What follows belongs to an exercise in optimizing a design on an open flow for a short achievable clock period and few clock cycles; a production flow would make more cautious choices.
In this exercise RTL edits were held to simulation tests only and were not proved equivalent to the original.

==> design/flow/design.v <==
package cpuPkg;
    localparam int DATA_W      = 32;
    localparam int REG_ADDR_W  = 5;
    localparam int NUM_REGS    = 2 ** REG_ADDR_W;
    localparam int PC_W        = 12;           
    localparam int OPCODE_W    = 5;
    localparam int SHAMT_W     = 5;
    localparam int IMM_W       = 17;           
    localparam int QUEUE_DEPTH = 4;
    localparam int QPTR_W      = $clog2(QUEUE_DEPTH);
    localparam logic [REG_ADDR_W-1:0] STATUS_REG = 5'd30;
    localparam logic [DATA_W-1:0] EXC_ADD  = 32'd1;
    localparam logic [DATA_W-1:0] EXC_ADDI = 32'd2;
    localparam logic [DATA_W-1:0] EXC_SUB  = 32'd3;
    typedef enum logic [OPCODE_W-1:0] {
        ALU_R = 5'd0,
        J     = 5'd1,
        BNE   = 5'd2,
        ADDI  = 5'd5,
        BLT   = 5'd6,
        SW    = 5'd7,
        LW    = 5'd8
    } opcode_e;
    typedef enum logic [4:0] {
        ADD = 5'd0,
        SUB = 5'd1,
        AND = 5'd2,
        OR  = 5'd3,
        SLL = 5'd4,
        SRA = 5'd5
    } aluOp_e;
    typedef enum logic {
        EXEC,
        LOAD_WAIT           
    } execState_e;
    typedef struct packed {
        logic [PC_W-1:0]   pc;
        logic [DATA_W-1:0] instr;
    } fetchEntry_t;
    typedef struct packed {
        logic                  en;
        logic [REG_ADDR_W-1:0] addr;
        logic [DATA_W-1:0]     data;
    } regWrite_t;
    typedef struct packed {
        logic              we;
        logic [DATA_W-1:0] addr;
        logic [DATA_W-1:0] data;
    } storeReq_t;
    typedef struct packed {
        logic neq;
        logic lt;         
        logic overflow;   
    } aluFlags_t;
endpackage
module fetchUnit (
    input  logic                       clock,
    input  logic                       rst,
    input  logic                       hasSpace,
    input  logic                       redirectValid,
    input  logic [cpuPkg::PC_W-1:0]    redirectPc,
    input  logic [cpuPkg::DATA_W-1:0]  imemData,
    output logic [cpuPkg::PC_W-1:0]    imemAddr,
    output logic                       pushValid,
    output cpuPkg::fetchEntry_t        pushEntry
);
    logic [cpuPkg::PC_W-1:0] pc;
    logic [cpuPkg::PC_W-1:0] inFlightPc;   
    logic                    inFlight;
    logic                    issue;
    assign issue    = hasSpace && !redirectValid;
    assign imemAddr = pc;
    always_ff @(posedge clock) begin
        if (rst) begin
            pc       <= '0;    
            inFlight <= 1'b0;
        end else begin
            inFlight <= issue;   
            if (redirectValid) begin
                pc <= redirectPc;
            end else if (issue) begin
                pc <= pc + 1'b1;
            end
        end
    end
    always_ff @(posedge clock) begin
        inFlightPc <= pc;
    end
    assign pushValid       = inFlight;
    assign pushEntry.pc    = inFlightPc;
    assign pushEntry.instr = imemData;
endmodule
module fetchQueue (
    input  logic                 clock,
    input  logic                 rst,
    input  logic                 pushValid,
    input  cpuPkg::fetchEntry_t  pushEntry,
    input  logic                 popReady,
    input  logic                 flush,
    output logic                 hasSpace,
    output logic                 headValid,
    output cpuPkg::fetchEntry_t  headEntry
);
    logic [cpuPkg::PC_W+cpuPkg::DATA_W-1:0] mem [cpuPkg::QUEUE_DEPTH];   
    logic [cpuPkg::QPTR_W-1:0]   wrPtr;
    logic [cpuPkg::QPTR_W-1:0]   rdPtr;
    logic [cpuPkg::QPTR_W:0]     count;    
    logic                        pop;
    assign pop = headValid && popReady;
    always_ff @(posedge clock) begin
        if (rst || flush) begin
            wrPtr <= '0;   
            rdPtr <= '0;
            count <= '0;
        end else begin
            if (pushValid) begin
                wrPtr <= wrPtr + 1'b1;   
            end
            if (pop) begin
                rdPtr <= rdPtr + 1'b1;
            end
            case ({pushValid, pop})
                2'b10:   count <= count + 1'b1;
                2'b01:   count <= count - 1'b1;
                default: count <= count;   
            endcase
        end
    end
    always_ff @(posedge clock) begin
        if (pushValid) begin
            mem[wrPtr] <= pushEntry;
        end
    end
    assign headValid = (count != '0);
    assign headEntry = mem[rdPtr];
    assign hasSpace  = (count <= (cpuPkg::QUEUE_DEPTH - 2));
endmodule
module regFile (
    input  logic                          clock,
    input  logic                          rst,
    input  logic [cpuPkg::REG_ADDR_W-1:0] rdAddrA,
    input  logic [cpuPkg::REG_ADDR_W-1:0] rdAddrB,
    input  cpuPkg::regWrite_t             wr,
    output logic [cpuPkg::DATA_W-1:0]     rdDataA,
    output logic [cpuPkg::DATA_W-1:0]     rdDataB
);
    logic [cpuPkg::DATA_W-1:0] regs [cpuPkg::NUM_REGS];
    always_ff @(posedge clock) begin
        if (rst) begin
            for (int i = 0; i < cpuPkg::NUM_REGS; i++) begin
                regs[i] <= '0;
            end
        end else if (wr.en && (wr.addr != '0)) begin
            regs[wr.addr] <= wr.data;
        end
    end
    assign rdDataA = (rdAddrA == '0) ? '0 : regs[rdAddrA];
    assign rdDataB = (rdAddrB == '0) ? '0 : regs[rdAddrB];
endmodule
module aluUnit (
    input  logic [cpuPkg::DATA_W-1:0]  opA,
    input  logic [cpuPkg::DATA_W-1:0]  opB,
    input  cpuPkg::aluOp_e             op,
    input  logic [cpuPkg::SHAMT_W-1:0] shamt,
    output logic [cpuPkg::DATA_W-1:0]  result,
    output cpuPkg::aluFlags_t          flags
);
    logic [cpuPkg::DATA_W-1:0] sum;
    logic [cpuPkg::DATA_W-1:0] diff;
    logic                      addOvf;
    logic                      subOvf;
    localparam int MSB = cpuPkg::DATA_W - 1;
    assign sum  = opA + opB;
    assign diff = opA - opB;
    assign addOvf = (opA[MSB] == opB[MSB]) && (sum[MSB] != opA[MSB]);
    assign subOvf = (opA[MSB] != opB[MSB]) && (diff[MSB] != opA[MSB]);
    always_comb begin
        case (op)
            cpuPkg::ADD: result = sum;
            cpuPkg::SUB: result = diff;
            cpuPkg::AND: result = opA & opB;
            cpuPkg::OR:  result = opA | opB;
            cpuPkg::SLL: result = opA << shamt;
            cpuPkg::SRA: result = $signed(opA) >>> shamt;   
            default:     result = '0;
        endcase
    end
    assign flags.neq      = (opA != opB);
    assign flags.lt       = ($signed(opA) < $signed(opB));
    assign flags.overflow = ((op == cpuPkg::ADD) && addOvf) ||
                            ((op == cpuPkg::SUB) && subOvf);
endmodule
module executeUnit (
    input  logic                          clock,
    input  logic                          rst,
    input  logic                          headValid,
    input  cpuPkg::fetchEntry_t           headEntry,
    input  logic [cpuPkg::DATA_W-1:0]     rdDataA,
    input  logic [cpuPkg::DATA_W-1:0]     rdDataB,
    input  logic [cpuPkg::DATA_W-1:0]     aluResult,
    input  cpuPkg::aluFlags_t             aluFlags,
    input  logic [cpuPkg::DATA_W-1:0]     dmemRdData,
    output logic                          popReady,
    output logic                          redirectValid,
    output logic [cpuPkg::PC_W-1:0]       redirectPc,
    output logic [cpuPkg::REG_ADDR_W-1:0] rdAddrA,
    output logic [cpuPkg::REG_ADDR_W-1:0] rdAddrB,
    output logic [cpuPkg::DATA_W-1:0]     aluA,
    output logic [cpuPkg::DATA_W-1:0]     aluB,
    output cpuPkg::aluOp_e                aluOp,
    output logic [cpuPkg::SHAMT_W-1:0]    shamt,
    output cpuPkg::regWrite_t             regWrite,
    output cpuPkg::storeReq_t             dmemReq
);
    localparam int DW = cpuPkg::DATA_W;
    localparam int IW = cpuPkg::IMM_W;
    cpuPkg::opcode_e               opcode;
    cpuPkg::execState_e            state;
    logic [cpuPkg::REG_ADDR_W-1:0] rd;
    logic [cpuPkg::REG_ADDR_W-1:0] rs;
    logic [cpuPkg::REG_ADDR_W-1:0] rt;
    logic [DW-1:0]                 imm;
    logic [cpuPkg::PC_W-1:0]       branchTarget;
    logic [cpuPkg::PC_W-1:0]       jumpTarget;
    logic                          execCycle;   
    logic                          wbEn;
    logic [cpuPkg::REG_ADDR_W-1:0] wbAddr;
    logic [DW-1:0]                 wbData;
    assign opcode = cpuPkg::opcode_e'(headEntry.instr[31:27]);
    assign rd     = headEntry.instr[26:22];
    assign rs     = headEntry.instr[21:17];
    assign rt     = headEntry.instr[16:12];
    assign shamt  = headEntry.instr[11:7];
    assign imm    = {{(DW - IW){headEntry.instr[IW-1]}}, headEntry.instr[IW-1:0]};
    assign jumpTarget   = headEntry.instr[cpuPkg::PC_W-1:0];   
    assign branchTarget = headEntry.pc + 1'b1 + imm[cpuPkg::PC_W-1:0];
    assign execCycle = headValid && (state == cpuPkg::EXEC);
    always_comb begin
        rdAddrA = rs;
        rdAddrB = rt;
        aluA    = rdDataA;
        aluB    = rdDataB;
        aluOp   = cpuPkg::ADD;   
        case (opcode)
            cpuPkg::ALU_R: aluOp = cpuPkg::aluOp_e'(headEntry.instr[6:2]);
            cpuPkg::ADDI,
            cpuPkg::LW:    aluB = imm;
            cpuPkg::SW: begin
                rdAddrB = rd;    
                aluB    = imm;
            end
            cpuPkg::BNE,
            cpuPkg::BLT: begin
                rdAddrA = rd;    
                rdAddrB = rs;
                aluOp   = cpuPkg::SUB;
            end
            default: ;
        endcase
    end
    always_comb begin
        wbEn   = 1'b0;
        wbAddr = rd;
        wbData = aluResult;
        case (opcode)
            cpuPkg::ALU_R: begin
                wbEn = execCycle;
                if (aluFlags.overflow) begin   
                    wbAddr = cpuPkg::STATUS_REG;
                    wbData = (aluOp == cpuPkg::SUB) ? cpuPkg::EXC_SUB : cpuPkg::EXC_ADD;
                end
            end
            cpuPkg::ADDI: begin
                wbEn = execCycle;
                if (aluFlags.overflow) begin
                    wbAddr = cpuPkg::STATUS_REG;
                    wbData = cpuPkg::EXC_ADDI;
                end
            end
            cpuPkg::LW: begin
                wbEn   = headValid && (state == cpuPkg::LOAD_WAIT);
                wbData = dmemRdData;
            end
            default: ;
        endcase
    end
    assign regWrite.en   = wbEn;
    assign regWrite.addr = wbAddr;
    assign regWrite.data = (wbAddr == '0) ? '0 : wbData;
    assign dmemReq.we   = execCycle && (opcode == cpuPkg::SW);
    assign dmemReq.addr = aluResult;   
    assign dmemReq.data = rdDataB;
    assign redirectValid = execCycle && ((opcode == cpuPkg::J) ||
                           ((opcode == cpuPkg::BNE) && aluFlags.neq) ||
                           ((opcode == cpuPkg::BLT) && aluFlags.lt));
    assign redirectPc    = (opcode == cpuPkg::J) ? jumpTarget : branchTarget;
    assign popReady = (state == cpuPkg::LOAD_WAIT) || (opcode != cpuPkg::LW);
    always_ff @(posedge clock) begin
        if (rst) begin
            state <= cpuPkg::EXEC;
        end else begin
            case (state)
                cpuPkg::EXEC: begin
                    if (headValid && (opcode == cpuPkg::LW)) begin
                        state <= cpuPkg::LOAD_WAIT;
                    end
                end
                cpuPkg::LOAD_WAIT: state <= cpuPkg::EXEC;   
                default:           state <= cpuPkg::EXEC;
            endcase
        end
    end
endmodule
module cpuCore (
    input  logic                       clock,
    input  logic                       rst,
    input  logic [cpuPkg::DATA_W-1:0]  imemData,
    input  logic [cpuPkg::DATA_W-1:0]  dmemRdData,
    output logic [cpuPkg::PC_W-1:0]    imemAddr,
    output cpuPkg::storeReq_t          dmemReq,
    output cpuPkg::regWrite_t          regWrite
);
    logic                          hasSpace;
    logic                          pushValid;
    cpuPkg::fetchEntry_t           pushEntry;
    logic                          headValid;
    logic                          popReady;
    cpuPkg::fetchEntry_t           headEntry;
    logic                          redirectValid;
    logic [cpuPkg::PC_W-1:0]       redirectPc;
    logic [cpuPkg::REG_ADDR_W-1:0] rdAddrA;
    logic [cpuPkg::REG_ADDR_W-1:0] rdAddrB;
    logic [cpuPkg::DATA_W-1:0]     rdDataA;
    logic [cpuPkg::DATA_W-1:0]     rdDataB;
    logic [cpuPkg::DATA_W-1:0]     aluA;
    logic [cpuPkg::DATA_W-1:0]     aluB;
    cpuPkg::aluOp_e                aluOp;
    logic [cpuPkg::SHAMT_W-1:0]    shamt;
    logic [cpuPkg::DATA_W-1:0]     aluResult;
    cpuPkg::aluFlags_t             aluFlags;
    fetchUnit fetchUnit_i (
        .clock(clock), .rst(rst), .hasSpace(hasSpace),
        .redirectValid(redirectValid), .redirectPc(redirectPc), .imemData(imemData),
        .imemAddr(imemAddr), .pushValid(pushValid), .pushEntry(pushEntry)
    );
    fetchQueue fetchQueue_i (
        .clock(clock), .rst(rst), .pushValid(pushValid), .pushEntry(pushEntry),
        .popReady(popReady), .flush(redirectValid), .hasSpace(hasSpace),
        .headValid(headValid), .headEntry(headEntry)
    );
    executeUnit executeUnit_i (
        .clock(clock), .rst(rst), .headValid(headValid), .headEntry(headEntry),
        .rdDataA(rdDataA), .rdDataB(rdDataB), .aluResult(aluResult),
        .aluFlags(aluFlags), .dmemRdData(dmemRdData), .popReady(popReady),
        .redirectValid(redirectValid), .redirectPc(redirectPc),
        .rdAddrA(rdAddrA), .rdAddrB(rdAddrB), .aluA(aluA), .aluB(aluB),
        .aluOp(aluOp), .shamt(shamt), .regWrite(regWrite), .dmemReq(dmemReq)
    );
    regFile regFile_i (
        .clock(clock), .rst(rst), .rdAddrA(rdAddrA), .rdAddrB(rdAddrB),
        .wr(regWrite), .rdDataA(rdDataA), .rdDataB(rdDataB)
    );
    aluUnit aluUnit_i (
        .opA(aluA), .opB(aluB), .op(aluOp), .shamt(shamt),
        .result(aluResult), .flags(aluFlags)
    );
endmodule
==> design/flow/run.sh <==
#!/bin/bash
# synth_recipe.tcl (not shown) runs the flow's synth.tcl, then flattens the netlist and writes it again
# the make line also repeats each setting of config.mk as NAME=value (left out here)
make -C /OpenROAD-flow-scripts/flow DESIGN_CONFIG=/design/flow/config.mk WORK_HOME=/design/flow/orfs CLKGATE_MAP_FILE= SYNTH_SCRIPT=/design/flow/synth_recipe.tcl finish
==> design/flow/config.mk <==
export PLATFORM = sky130hd
export DESIGN_NAME = cpuCore
export DESIGN_NICKNAME = cpuCore
export VERILOG_FILES = /design/flow/design.v
export SDC_FILE = /design/flow/constraint.sdc
export NUM_CORES = 4
export LEC_CHECK = 0
export CAP_MARGIN = 20
export CORE_MARGIN = 2
export CORE_UTILIZATION = 30
export SLEW_MARGIN = 20
==> design/flow/constraint.sdc <==
create_clock -name core_clock -period 14.0 [get_ports {clock}]
set_input_delay 2.8000 -clock core_clock [delete_from_list [all_inputs] [get_ports {clock}]]
set_output_delay 2.8000 -clock core_clock [all_outputs]
set_load 0.01 [all_outputs]
==> impl_results.md <==
- Status: complete, no violations
- Core ar.: 0.245 mm²
- Worst-path clk slew: 0.06 ns
- H-tree Lvls: 4
- Seq/Total Area, Yosys: 49.7%
- Count leader, synth: nand2_1
- Cts hold-fix bufs: 0
- Layout cells sized above 1: 11.0%
- Final Non-Filler Cells: 11300
- Total wire length: 388000 µm
- Syn_area_per_cell: 9.33 µm²
- Worst-Skew Late Latency: 0.84 ns
- Setup TNS: 0 ns
- Synth cell types: 89
- DRC: 0
- Initial antenna violation count: 34
- Die Area: 0.250 mm²
- Slowest stage cell, crit path: or4_1
- Avg WL per Cell: 34.3 µm
- Critical Path Most Common Cell: a21oi_1
- Clock Path Buffers: 3
- Vias in the first global route: 64200
- Min Clock Period, post-route: 13.70 ns
- Yosys top cell area share: 48.8%
- Chip Width: 500 µm
- Area grow syn2layout: 16.1%
- Synth area leaders: edfxtp_1 49%, nand2_1 8.0%, mux2i_1 5.5%, nor2_1 5.3%, nand3_1 3.4%
- Slew @ Worst Pin: 1.26 ns
- # port buffers: 180
- Hold Crit Class: reg -> reg
- Starting DRT DRC Count: 11100
- Largest net degree at the start of global routing: 135
- WP data required: 11.20 ns
- Initial DRT Pass Iterations: 8
- Fmax: 0.0730 GHz
- CTS tree: built
- Crit-path max cell delay: 0.76 ns
- Worst-path maximum fanout: 40
- Vias per cell: 6.13
- Design Area, Final: 0.0858 mm²
- Placed Cells: 11000
- Inserted Clock Buffers: 141
- CP endpoint kind: primary output
- Ys Warns: 5
- Ys async rst share: 0%
- Post-synth top area cell: edfxtp_1
- Max-cap violations: 0
- Overflow after GRT: 0
- CTS root buf: clkbuf_16
- GPL Wtd Cong: 1.04
- Post-DP HPWL: 261000 µm
- RSZ-0062 raised after global routing: false
- Synth Register Bits: 1235
- Fill count: 24500
- Detail Route Antenna Nets: 0
- Period utilization: 97.9%
- Placed cell areas: 0.0811 mm²
- DIE HEIGHT: 500 µm
- Layout Nets: 8138
- Total global-route track usage: 29.8%
- Max-slew violation total from the final report: 0
- IO Pins: 181
- Global-route wire length before repair: 526000 µm
- Post-Syn Area: 0.0739 mm²
- # rows: 182
- EDFF count, synth: 1200
- Worst Skew: 0.0799 ns
- Setup-failing EPs final: 0
- Clock sink total: 1235
- Slew headroom: 15.8%
- Final hold violations: 0
- CP startpoint kind: flop
- Crit Path Class: reg -> out
- Commonest cells in the netlist: 1567 x nand2_1, 1200 x edfxtp_1, 1037 x nor2_1, 550 x clkbuf_1, 509 x nand3_1
- CP arrival: 10.90 ns
- Vias: 69200
- Initial Util: 30.1%
- Final Util: 35.0%
- Syn Inst Count: 7921
- Hold WS: 0.414 ns
- Main synth FF type: edfxtp_1
==> registers in the layout, summed over array words and instances (netlist names), named ones only <==
register and cells:
fetchQueue_i.mem 176, fetchUnit_i.pc 12, fetchQueue_i.rdPtr 2, fetchUnit_i.inFlight 1
fetchQueue_i.count 3, fetchUnit_i.inFlightPc 12, executeUnit_i.state 1, fetchQueue_i.wrPtr 2
regFile_i.regs 1024
==> what timing repair did <==
item | CTS | global route
setup endpoints to repair | 12 | 44
cloned | 0 | 1
buffers inserted | 1 | 1
pin swaps | 3 | 2
gates resized for setup | 5 | 21
==> per-layer routing <==
layer | track usage, % | routed length, µm | up-vias
met5 | 0 | 103 | -
met4 | 23.7 | 37800 | 16
met3 | 9.06 | 50900 | 1241
met2 | 42.5 | 158000 | 5492
met1 | 37.4 | 141000 | 33800
li1 | - | - | 28600
==> cell type report <==
type                       instances  area [µm²]  area share (%)
tap                             3220        4030            4.70
multi-input combinational       5831       34500            40.2
inverter                         145         544           0.634
antenna                           18        45.0          0.0525
clock buffer                     178        3770            4.40
clock inverter                    72         699           0.815
sequential                      1235       36700            42.8
timing repair buffer             599        5440            6.34
==> worst max-delay path: cells and delay by family (launching register included) <==
| kind | cells | cell delay (ns) |
|---|---|---|
| AOI/OAI and AO/OA | 14 | 3.66 |
| and+or+nand+nor | 8 | 3.23 |
| buffers and inverters | 5 | 1.48 |
| DFF | 1 | 0.66 |
| adders and majority gates | 1 | 0.51 |
| muxes | 1 | 0.46 |
==> logic make-up after synthesis <==
family / count (synthesis) / share of synthesized area (%)
other cells: 1 / 0.00507
buf+inv: 887 / 4.86
simple gates: 3729 / 21.9
xor+xnor: 51 / 0.604
flops: 1235 / 49.7
compound gates: 1417 / 13.4
fa+ha+maj: 119 / 2.06
mux: 482 / 7.50
==> path summary, 6_finish.rpt <==
check	startpoint	to	slack, ns	depth (start not counted)
worst min register to register	fetchUnit_i.pc[11]$_SDFFE_PP0P_	fetchUnit_i.inFlightPc[11]$_DFF_P_	0.41	0
worst min-delay path	fetchUnit_i.pc[11]$_SDFFE_PP0P_	fetchUnit_i.inFlightPc[11]$_DFF_P_	0.41	0
worst max-delay path	flop	regWrite[28]	0.30	29
worst max register to register	flop	regFile_i.regs[14][11]$_SDFFCE_PN0P_	2.39	33
==> cell usage in the layout, fill, tap and decap left out, types with 201 or more instances in the layout <==
cell type     n
nor2_1     1026
a211oi_1    201
mux2i_1     399
edfxtp_1   1200
nor2b_1     204
nand2_1    1541
a21oi_1     304
a311oi_1    218
buf_4       381
nand3_1     508
==> through the flow <==
step                setup WS (ns)
floorplan                    2.64
global placement            0.802
detailed placement          0.783
CTS                        0.0142
global route               0.0650
finish                      0.297
Testbench counts, summed over its fixed seeds: cycles 184,338.

## afterwards: timing with drivers on the ports
Ports are ideal in the flow. The routed layout listed here was re-timed in OpenROAD.
Step 1 sets driving cells, clkbuf_16 on the clock port and buf_2 on the other inputs (assumed; they add their load-dependent delay and slew).
Step 2, shift: input delay + t, output delay - t, t = (earliest + latest rising clock arrival at the registers) / 2. This alone moves slack from input paths to output paths.
Slacks: ideal / step 1 / step 2; pairs: ideal / step 1.
t (ns): 0.895
setup slack, ns: 0.297 / 0.204 / 1.099
hold WS [ns]: 0.414 / 0.414 / 0.414
slew at the worst register clock pin (ns): 0.07 / 0.07
After both steps setup and hold are still met in this run. For this run, drivers alone change the setup slack by -0.093 ns; drivers and shift together by +0.802 ns.
